What follows belongs to an exercise in optimizing a design on an open flow for small area, a short achievable clock period and few clock cycles; a production flow would make more cautious choices.
Where RTL was checked, it was by simulation tests only, not by an equivalence proof against the original.
No activity file was given, so power comes from the tool's default toggle rates.

## run A
// cic_decim
module cic_decim #(
  parameter int unsigned IN_W       = 16,
  parameter int unsigned OUT_W      = 16,
  parameter int unsigned STAGES     = 4,
  parameter int unsigned RATE       = 125,
  parameter int unsigned DIFF_DELAY = 1,
  parameter int unsigned CHANNELS   = 2,
  parameter int unsigned CH_W       = cic_decim_pkg::cic_ch_w(CHANNELS)
) (
  input  logic             clk,
  input  logic             reset_n,
  input  logic [IN_W-1:0]  in_data,
  input  logic [CH_W-1:0]  in_channel,
  input  logic             in_valid,
  output logic             in_ready,
  input  logic [1:0]       in_error,
  input  logic             in_startofpacket,
  input  logic             in_endofpacket,
  output logic [OUT_W-1:0] out_data,
  output logic [CH_W-1:0]  out_channel,
  output logic             out_valid,
  input  logic             out_ready,
  output logic [1:0]       out_error,
  output logic             out_startofpacket,
  ...
Settings: LEC_CHECK=0, CAP_MARGIN=20, CORE_MARGIN=2, CORE_UTILIZATION=75, CTS_BUF_LIST=sky130_fd_sc_hd__clkbuf_16, CTS_CLUSTER_DIAMETER=60, CTS_CLUSTER_SIZE=22, SLEW_MARGIN=20; clock period 18.0 ns.
standard.sh (not shown) runs the stock make flow with config.mk's settings and CLKGATE_MAP_FILE= SYNTH_SCRIPT=/design/flow/synth_recipe.tcl, a recipe that flattens the netlist after the stock synthesis.
==> flow/flow/run.sh <==
#!/bin/bash
# Layout flow: the standard layout (standard.sh, ORFS from synthesis to the final layout)
# with one change: the buffers that ORFS puts on every input and output port are buf_2 cells
# (ORFS otherwise picks its own, slow buffer cell for them).
# make's full output (every tool it runs) goes to flow.log in the work folder; ORFS keeps each
# step's own log under orfs/logs/.
set -euo pipefail
export BUFFER_PORTS_ARGS="-buffer_cell sky130_fd_sc_hd__buf_2"
export SETUP_SLACK_MARGIN=13.4
bash standard.sh > flow.log 2>&1
Both conditions hold for run A: the flow ran to the end and the final layout passed the timing, DRC and antenna checks.
Testbench counts of run A, summed over its fixed seeds: cycles 80,112.
Relative to run A, the following input files were edited for run B:
- CTS_CLUSTER_DIAMETER now 70, was 60
- CORE_UTILIZATION now 40, was 75
- CTS_CLUSTER_SIZE now 30, was 22
==> flow/run.sh (new file) <==
#!/bin/bash
# synth_recipe.tcl (not shown) runs the flow's synth.tcl, then flattens the netlist and writes it again
# the make line also repeats each setting of config.mk as NAME=value (left out here)
make -C /OpenROAD-flow-scripts/flow DESIGN_CONFIG=/design/flow/config.mk WORK_HOME=/design/flow/orfs CLKGATE_MAP_FILE= SYNTH_SCRIPT=/design/flow/synth_recipe.tcl finish
removed: flow/flow/run.sh
removed: flow/standard.sh
Findings:
Changes observed in run B relative to run A: switching power summed over all nets moved down; worst-case setup slack after placement moved down; share of the clock period used by the worst path moved up.
Setup changes, run B to run C
- changing CTS_CLUSTER_DIAMETER from 70 to 60
- changing CORE_UTILIZATION from 40 to 60
- changing CTS_CLUSTER_SIZE from 30 to 22
==> flow/flow/run.sh (new file) <==
#!/bin/bash
# Layout flow: the standard layout (standard.sh, ORFS from synthesis to the final layout)
# with one change: the buffers that ORFS puts on every input and output port are buf_2 cells
# (ORFS otherwise picks its own, slow buffer cell for them).
# make's full output (every tool it runs) goes to flow.log in the work folder; ORFS keeps each
# step's own log under orfs/logs/.
set -euo pipefail
export BUFFER_PORTS_ARGS="-buffer_cell sky130_fd_sc_hd__buf_2"
export SETUP_SLACK_MARGIN=13.4
bash standard.sh > flow.log 2>&1
==> flow/standard.sh (new file) <==
#!/bin/bash
# synth_recipe.tcl (not shown) runs the flow's synth.tcl, then flattens the netlist and writes it again
# the make line also repeats each setting of config.mk as NAME=value (left out here)
make -C /OpenROAD-flow-scripts/flow DESIGN_CONFIG=/design/flow/config.mk WORK_HOME=/design/flow/orfs CLKGATE_MAP_FILE= SYNTH_SCRIPT=/design/flow/synth_recipe.tcl "${@:-finish}"
removed: flow/run.sh
[summary]
Run C vs. run B: total wire length after detailed routing has increased, final cell count moved down.
Run B and run C ended up with roughly the same final max-slew violation count.
The area share of fa/ha/maj cells after synthesis was comparable across run B and run C.
Where highest ir drop seen on vdd is concerned, run B is better than run C.
Diff run B -> run C | number of buffers inserted during clock tree synthesis | up by more than 10%
The following lists how run D was set up differently from run C:
- CORE_UTILIZATION: 60 -> 40
## What came out
Changes observed in run D relative to run C: non-clock buffer count went up, via count of the first global-routing pass shrank by 763. From run C to run D the numbers moved as follows: proportion of power drawn by the clock network now larger; area of placed instances now larger; via count now smaller. Global-route usage | run D below run C. A cell type of the slowest stage on the worst timing path of sky130_fd_sc_hd__edfxtp_1 is what run D shows, while sky130_fd_sc_hd__dfstp_2 belongs to run C. Fraction of area in multi-input gates (run D over run C): decrease, 0.87 points. Going from run C to run D, clock period minus final worst setup slack moved up, setup slack of the critical path after layout moved down, area of all placed cells without fillers moved up.
### run D -> run E
- a change of CTS_CLUSTER_SIZE from 22 to 30
- a change of CORE_UTILIZATION from 40 to 60
- a change of CTS_CLUSTER_DIAMETER from 60 to 50
## What came out
met1 track demand over resource in global routing ends up higher on run E.
Slack of the worst reg-to-reg path delta (run E − run D): unfavourable
Looking at final-layout worst hold slack, run E sits 0.0033 ns above run D.
Taking run D as the reference, in run E die area now smaller; cell-internal power now larger; global-route track usage on met2 now larger.
[compare] base=run D new=run E: arrival time at the worst endpoint down 0.08 ns; time the final worst path needs with I/O delays and setup down 0.085 ns; number of buffers inserted during clock tree synthesis up 26%; number of tap cells inserted down 394; remaining antenna violation count flat.

---

## v8
Another version of the RTL of cic_decim (not shown whole).
For scale: ~810 flip-flops, about 48 I/O pins.
==> flow/config.mk <==
export PLATFORM = sky130hd
export DESIGN_NAME = cic_decim
export DESIGN_NICKNAME = cic_decim
export VERILOG_FILES = /design/flow/design.v
export SDC_FILE = /design/flow/constraint.sdc
export NUM_CORES = 4
export LEC_CHECK = 0
export CAP_MARGIN = 20
export CORE_MARGIN = 2
export CORE_UTILIZATION = 60
export CTS_BUF_LIST = sky130_fd_sc_hd__clkbuf_16
export CTS_CLUSTER_DIAMETER = 60
export CTS_CLUSTER_SIZE = 22
export SLEW_MARGIN = 20
==> flow/constraint.sdc <==
create_clock -name core_clock -period 18.0 [get_ports {clk}]
set_input_delay 3.6000 -clock core_clock [delete_from_list [all_inputs] [get_ports {clk}]]
set_output_delay 3.6000 -clock core_clock [all_outputs]
set_load 0.01 [all_outputs]
==> flow/flow/run.sh <==
#!/bin/bash
# Layout flow: the standard layout (standard.sh, ORFS from synthesis to the final layout)
# with one change: the buffers that ORFS puts on every input and output port are buf_2 cells
# (ORFS otherwise picks its own, slow buffer cell for them).
# make's full output (every tool it runs) goes to flow.log in the work folder; ORFS keeps each
# step's own log under orfs/logs/.
set -euo pipefail
export BUFFER_PORTS_ARGS="-buffer_cell sky130_fd_sc_hd__buf_2"
export SETUP_SLACK_MARGIN=13.4
bash standard.sh > flow.log 2>&1
Testbench counts of v8, summed over its fixed seeds: cycles 80,944.
[inputs] v24 vs v8
diff --git a/flow/flow/run.sh b/flow/flow/run.sh
--- a/flow/flow/run.sh
+++ b/flow/flow/run.sh
@@ -8,3 +8,2 @@
 export BUFFER_PORTS_ARGS="-buffer_cell sky130_fd_sc_hd__buf_2"
-export SETUP_SLACK_MARGIN=13.4
 bash standard.sh > flow.log 2>&1
Relative to v8, v24 degrades first-iteration DRC count. Compared to v8, v24 reaches a lower achievable clock. Net total in the final layout ended up 44 lower on v24 than on v8.

---

ember:
cic_decim, a different RTL version from the one above (not shown whole).
Size in the first run: about 2900 cells after synthesis, roughly 810 flip-flops, roughly 48 I/O pins, ~0.032 sq mm of cells after synthesis.
==> flow/design.v (excerpt) <==
module cic_decim #(
  parameter int unsigned IN_W       = 16,
  parameter int unsigned OUT_W      = 16,
  parameter int unsigned STAGES     = 4,
  parameter int unsigned RATE       = 125,
  parameter int unsigned DIFF_DELAY = 1,
  parameter int unsigned CHANNELS   = 2,
  parameter int unsigned CH_W       = cic_decim_pkg::cic_ch_w(CHANNELS)
) (
  input  logic             clk,
  input  logic             reset_n,
  input  logic [IN_W-1:0]  in_data,
  input  logic [CH_W-1:0]  in_channel,
  input  logic             in_valid,
  output logic             in_ready,
  input  logic [1:0]       in_error,
  input  logic             in_startofpacket,
  input  logic             in_endofpacket,
  output logic [OUT_W-1:0] out_data,
  output logic [CH_W-1:0]  out_channel,
  output logic             out_valid,
  input  logic             out_ready,
  output logic [1:0]       out_error,
  output logic             out_startofpacket,
  output logic             out_endofpacket
);
Settings: LEC_CHECK=0, CAP_MARGIN=20, CORE_MARGIN=2, CORE_UTILIZATION=65, CTS_BUF_LIST=sky130_fd_sc_hd__clkbuf_16, CTS_CLUSTER_DIAMETER=90, CTS_CLUSTER_SIZE=30, SLEW_MARGIN=20; clock period 18.0 ns.
==> flow/flow/run.sh <==
#!/bin/bash
# Layout flow: the standard layout (standard.sh, ORFS from synthesis to the final layout)
# with three changes:
# * the buffers that ORFS puts on every input and output port are buf_2 cells (ORFS otherwise
#   picks its own, slow buffer cell for them);
# * clock tree synthesis inserts no dummy loads;
# * repair_timing works towards a setup slack of 13.2 ns, so it speeds up the paths that would
#   otherwise stay slower than the port paths.
# make's full output (every tool it runs) goes to flow.log in the work folder; ORFS keeps each
# step's own log under orfs/logs/.
set -euo pipefail
export BUFFER_PORTS_ARGS="-buffer_cell sky130_fd_sc_hd__buf_2"
export SETUP_SLACK_MARGIN=13.2
export CTS_ARGS="-sink_clustering_enable -repair_clock_nets -buf_list sky130_fd_sc_hd__clkbuf_16 -sink_clustering_size 30 -sink_clustering_max_diameter 90 -dont_use_dummy_load"
bash standard.sh > flow.log 2>&1
ember | stages: all done | timing, DRC, antenna: all pass
Testbench counts of ember, summed over its fixed seeds: cycles 80,584.
Modified inputs, violet compared to ember
- changing CORE_UTILIZATION from 65 to 60
diff --git a/flow/flow/run.sh b/flow/flow/run.sh
--- a/flow/flow/run.sh
+++ b/flow/flow/run.sh
@@ -7 +7 @@
-# * repair_timing works towards a setup slack of 13.2 ns, so it speeds up the paths that would
+# * repair_timing works towards a setup slack of 13.3 ns, so it speeds up the paths that would
@@ -13 +13 @@
-export SETUP_SLACK_MARGIN=13.2
+export SETUP_SLACK_MARGIN=13.3
violet finished every step from synthesis to the final layout, and the layout passed the timing, DRC and antenna checks. In the reports for violet and ember, the larger minimum clock period belongs to violet. violet vs ember: half-perimeter wire length after detailed placement down by a few percent. Between violet and ember, the difference in power is negligible. violet vs. ember: mean number of vias per cell shrank by 0.11; via count of the routed design shrank by about 1.3%; biggest fanout along the worst timing path shrank by 1; synthesized cell count held steady; die width grew by 9.1 microns. | final-layout clock-cell area share | violet vs ember | ≈ equal |. A launch point of the worst path of out_data_q[5]$_DFFE_PP_ is what ember shows, while out_err_q[1]$_DFFE_PN_ belongs to violet. The slack of the worst reg-to-reg path was comparable across violet and ember.

---

## v6
The RTL this note starts from:
==> flow/design.v <==
package cic_decim_pkg;
  typedef enum logic [0:0] {
    ErrUpstream = 1'b0,
    ErrSequence = 1'b1
  } cic_err_bit_e;
  function automatic integer cic_growth(input integer rate, input integer m, input integer n);
    reg [127:0] prod;
    integer     i, b;
    begin
      prod = 128'd1;
      for (i = 0; i < n; i = i + 1) prod = prod * rate * m;
      cic_growth = 0;
      for (b = 0; b < 128; b = b + 1) if ((128'd1 << b) < prod) cic_growth = b + 1;
    end
  endfunction
  function automatic integer cic_ch_w(input integer channels);
    cic_ch_w = (channels > 1) ? $clog2(channels) : 1;
  endfunction
  localparam int unsigned DefW    = 16 + cic_growth(125, 1, 4);
  localparam int unsigned DefChW  = cic_ch_w(2);
endpackage
module cic_comb_chain #(
  parameter int unsigned W          = 44,
  parameter int unsigned STAGES     = 4,
  parameter int unsigned DIFF_DELAY = 1
) (
  input  logic [W-1:0]                           x,
  input  logic [STAGES*DIFF_DELAY-1:0][W-1:0]    dly,
  output logic [W-1:0]                           y,
  output logic [STAGES*DIFF_DELAY-1:0][W-1:0]    dly_next
);
  always_comb begin
    logic [W-1:0] stage_in;
    stage_in = x;
    for (int s = 0; s < STAGES; s++) begin
      dly_next[s*DIFF_DELAY] = stage_in;
      for (int j = 1; j < DIFF_DELAY; j++) dly_next[s*DIFF_DELAY+j] = dly[s*DIFF_DELAY+j-1];
      stage_in = stage_in - dly[s*DIFF_DELAY+DIFF_DELAY-1];
    end
    y = stage_in;
  end
endmodule
module cic_decim #(
  parameter int unsigned IN_W       = 16,
  parameter int unsigned OUT_W      = 16,
  parameter int unsigned STAGES     = 4,
  parameter int unsigned RATE       = 125,
  parameter int unsigned DIFF_DELAY = 1,
  parameter int unsigned CHANNELS   = 2,
  parameter int unsigned CH_W       = cic_decim_pkg::cic_ch_w(CHANNELS)
) (
  input  logic             clk,
  input  logic             reset_n,
  input  logic [IN_W-1:0]  in_data,
  input  logic [CH_W-1:0]  in_channel,
  input  logic             in_valid,
  output logic             in_ready,
  input  logic [1:0]       in_error,
  input  logic             in_startofpacket,
  input  logic             in_endofpacket,
  output logic [OUT_W-1:0] out_data,
  output logic [CH_W-1:0]  out_channel,
  output logic             out_valid,
  input  logic             out_ready,
  output logic [1:0]       out_error,
  output logic             out_startofpacket,
  output logic             out_endofpacket
);
  localparam int unsigned W    = IN_W + cic_decim_pkg::cic_growth(RATE, DIFF_DELAY, STAGES);
  localparam int unsigned PH_W = $clog2(RATE);
  logic unused_eop;
  assign unused_eop = in_endofpacket;
  logic [2:0]      clr_cnt;      
  logic [2:0]      rpos;         
  logic            in_ready_q;
  logic            iv;           
  logic            exp_ch;
  logic [1:0][PH_W-1:0] ph;
  logic [1:0][1:0] err;
  logic [1:0]      pend;         
  logic            older;        
  logic            st1, st2;     
  logic            p2, dmp;      
  logic            out_valid_q;
  logic [IN_W-1:0] id;
  logic            ich, isop;
  logic [1:0]      ierr;
  logic [W-1:0]    s0_a, s0_b, s0_c, s0_d, s0_w;
  logic [W-1:0]    s1_a, s1_b, s1_c, s1_d, s1_w;
  logic [5:0][W-1:0] dr;         
  logic [W-1:0]    acc;
  logic [1:0][1:0] res_err;
  logic [OUT_W-1:0] out_data_q;
  logic            out_ch_q;
  logic [1:0]      out_err_q;
  logic clr_int, clr_dly, hd;
  assign clr_int = (clr_cnt < 3'd2);
  assign clr_dly = (clr_cnt != 3'd6);
  assign hd      = rpos[0];
  logic ch, seq_ok, isdump, cons, go;
  assign ch     = isop ? 1'b0 : ich;
  assign seq_ok = isop || (ich == exp_ch);
  assign isdump = (ph[ch] == PH_W'(RATE - 1));
  assign cons   = iv && (!seq_ok || ((ch == hd) && !(isdump && pend[ch])));
  assign go     = cons && seq_ok;
  logic iv_n, ch_n, block_n, hd_n;
  logic [1:0] pend_n;
  logic [1:0][PH_W-1:0] ph_n;
  assign iv_n  = in_ready_q ? in_valid : iv;
  assign ch_n  = in_ready_q ? (in_startofpacket ? 1'b0 : in_channel) : ch;
  assign hd_n  = ~hd;
  assign block_n = (pend_n[0] && ph_n[0] == PH_W'(RATE - 1)) ||
                   (pend_n[1] && ph_n[1] == PH_W'(RATE - 1));
  logic [W-1:0] xg, am, bm, ag, cm, dm, bg, cg, c_new, d_new;
  assign xg = go ? {{(W-IN_W){id[IN_W-1]}}, id} : '0;
  assign am = clr_int ? '0 : s0_a;
  assign bm = clr_int ? '0 : s0_b;
  assign ag = go ? am : '0;
  assign cm = clr_int ? '0 : s1_c;
  assign dm = clr_int ? '0 : s1_d;
  assign bg = p2 ? s1_b : '0;
  assign cg = p2 ? cm : '0;
  assign c_new = cm + bg;
  assign d_new = dm + cg + bg;
  logic start, proc_c, order_ok, proc;
  logic [W-1:0] m, diff;
  assign proc_c   = (rpos >= 3'd3);
  assign order_ok = !pend[~proc_c] || (older == proc_c);
  assign start    = (rpos == 3'd0 || rpos == 3'd3) && pend[proc_c] && order_ok && !out_valid_q;
  assign proc     = start || st1 || st2;
  assign m        = (st1 || st2) ? acc : s0_w;
  assign diff     = m - dr[0];
  logic dump_wr;      
  assign dump_wr = p2 && dmp;
  always_comb begin
    pend_n = pend;
    if (start) pend_n[proc_c] = 1'b0;
    if (dump_wr) pend_n[~hd] = 1'b1;
    ph_n = ph;
    if (go) ph_n[ch] = isdump ? '0 : ph[ch] + PH_W'(1);
  end
  always_ff @(posedge clk or negedge reset_n) begin
    if (!reset_n) begin
      clr_cnt     <= '0;
      rpos        <= '0;
      in_ready_q  <= 1'b1;
      iv          <= 1'b0;
      exp_ch      <= 1'b0;
      ph          <= '0;
      err         <= '0;
      pend        <= '0;
      older       <= 1'b0;
      st1         <= 1'b0;
      st2         <= 1'b0;
      p2          <= 1'b0;
      dmp         <= 1'b0;
      out_valid_q <= 1'b0;
    end else begin
      if (clr_cnt != 3'd6) clr_cnt <= clr_cnt + 3'd1;
      rpos       <= (rpos == 3'd5) ? 3'd0 : rpos + 3'd1;
      iv         <= iv_n;
      in_ready_q <= !iv_n || ((ch_n == hd_n) && !block_n);
      ph         <= ph_n;
      pend       <= pend_n;
      if (dump_wr) older <= (pend[hd] && !(start && proc_c == hd)) ? hd : ~hd;
      if (go) begin
        exp_ch  <= ~ch;
        err[ch] <= isdump ? 2'b00 : (err[ch] | ierr);
      end else if (cons) begin
        err[exp_ch][1] <= 1'b1;
      end
      p2  <= go;
      dmp <= go && isdump;
      st1 <= start;
      st2 <= st1;
      if (st2) out_valid_q <= 1'b1;
      else if (out_ready) out_valid_q <= 1'b0;
    end
  end
  always_ff @(posedge clk) begin
    if (in_ready_q) begin
      id   <= in_data;
      ich  <= in_channel;
      isop <= in_startofpacket;
      ierr <= in_error;
    end
    if (go && isdump) res_err[ch] <= err[ch] | ierr;
    s1_a <= am + xg;
    s1_b <= bm + ag + xg;
    s1_c <= s0_c;
    s1_d <= s0_d;
    s1_w <= s0_w;
    s0_a <= s1_a;
    s0_b <= s1_b;
    s0_c <= c_new;
    s0_d <= dump_wr ? '0 : d_new;
    s0_w <= dump_wr ? d_new : s1_w;
    for (int i = 0; i < 5; i++) dr[i] <= dr[i+1];
    dr[5] <= proc ? m : (clr_dly ? '0 : dr[0]);
    acc   <= diff;
    if (st2) begin
      out_data_q <= diff[W-1 -: OUT_W];
      out_ch_q   <= proc_c;
      out_err_q  <= res_err[proc_c];
    end
  end
  assign in_ready          = in_ready_q;
  assign out_valid         = out_valid_q;
  assign out_data          = out_data_q;
  assign out_channel       = out_ch_q;
  assign out_error         = out_err_q;
  assign out_startofpacket = ~out_ch_q;
  assign out_endofpacket   = out_ch_q;
endmodule
==> flow/config.mk <==
export PLATFORM = sky130hd
export DESIGN_NAME = cic_decim
export DESIGN_NICKNAME = cic_decim
export VERILOG_FILES = /design/flow/design.v
export SDC_FILE = /design/flow/constraint.sdc
export NUM_CORES = 4
export LEC_CHECK = 0
export ABC_CLOCK_PERIOD_IN_PS = 4000
export CAP_MARGIN = 20
export CORE_MARGIN = 2
export CORE_UTILIZATION = 40
export SLEW_MARGIN = 20
==> flow/constraint.sdc <==
create_clock -name core_clock -period 18.0 [get_ports {clk}]
set_input_delay 3.6000 -clock core_clock [delete_from_list [all_inputs] [get_ports {clk}]]
set_output_delay 3.6000 -clock core_clock [all_outputs]
set_load 0.01 [all_outputs]
run.sh (not shown) runs the stock make flow with config.mk's settings and CLKGATE_MAP_FILE= SYNTH_SCRIPT=/design/flow/synth_recipe.tcl, a recipe that flattens the netlist after the stock synthesis.
Stock flow here: none of the scripts above is used.
#### Input delta (v7 over v6)
Settings: ABC_CLOCK_PERIOD_IN_PS: 4000 -> unset.
## What came out
- Maximum clock insertion buffer count: v6 vs v7 identical
- Clock input transition at the sequential cells of the worst setup and hold paths: v6 vs v7, no meaningful difference
- Reported for v6 and v7, number of cells after detailed placement turned out identical to the last digit.
- Power came out exactly the same in v6 and v7.
- Any difference in cell count between v7 and v6 is small enough to ignore.
- Summary of v7 over v6: fraction of met3 tracks used by global routing barely changed, floorplan die area held steady.
- The power share of the combinational group on v7 is in line with that on v6.
- Sum of net half-perimeters after detailed placement: v6 vs v7 identical
- Compared v6 against v7; total wirelength of the detailed-routed design within noise.
No functional check of the RTL was part of any run of this note.

[static timing again, ports no longer ideal]
Ports are ideal in the flow. The routed layouts listed here were re-timed in OpenROAD. Step 1, drivers: a clkbuf_16 drives clk and a buf_2 each remaining input, both assumed. Step 2 also shifts input and output timing later by t, the mid clock arrival at the registers, as if the neighbouring blocks saw the same clock. Slacks: ideal / step 1 / step 2; pairs: ideal / step 1.
run	t, ns	slack for setup (ns)	hold WS [ns]	worst register clock-pin slew, ns	cell pins on the clock port's net
run A	0.682	13.157 / 13.094 / 12.898	0.312 / 0.312 / 0.312	0.09 / 0.09	1
run B	0.660	12.770 / 12.704 / 12.353	0.319 / 0.319 / 0.319	0.11 / 0.11	1
run C	0.695	13.147 / 13.086 / 12.811	0.320 / 0.320 / 0.320	0.09 / 0.09	1
run D	0.705	13.099 / 13.032 / 12.841	0.319 / 0.319 / 0.319	0.09 / 0.09	1
run E	0.675	13.184 / 13.122 / 12.865	0.322 / 0.322 / 0.322	0.10 / 0.10	1
v8	0.669	13.160 / 13.099 / 12.740	0.325 / 0.325 / 0.325	0.09 / 0.09	1
v24	0.669	12.846 / 12.846 / 12.620	0.324 / 0.324 / 0.324	0.09 / 0.09	1
ember	0.623	13.189 / 13.126 / 13.038	0.303 / 0.303 / 0.303	0.12 / 0.12	1
violet	0.607	13.181 / 13.123 / 13.074	0.311 / 0.311 / 0.311	0.11 / 0.11	1
v6	0.685	10.452 / 10.452 / 10.452	0.306 / 0.306 / 0.306	0.07 / 0.07	1
v7	0.685	10.452 / 10.452 / 10.452	0.306 / 0.306 / 0.306	0.07 / 0.07	1
After both steps every run listed still meets setup and hold. For v8, which loses most, drivers alone change the setup slack by -0.061 ns; drivers and shift together by -0.420 ns.
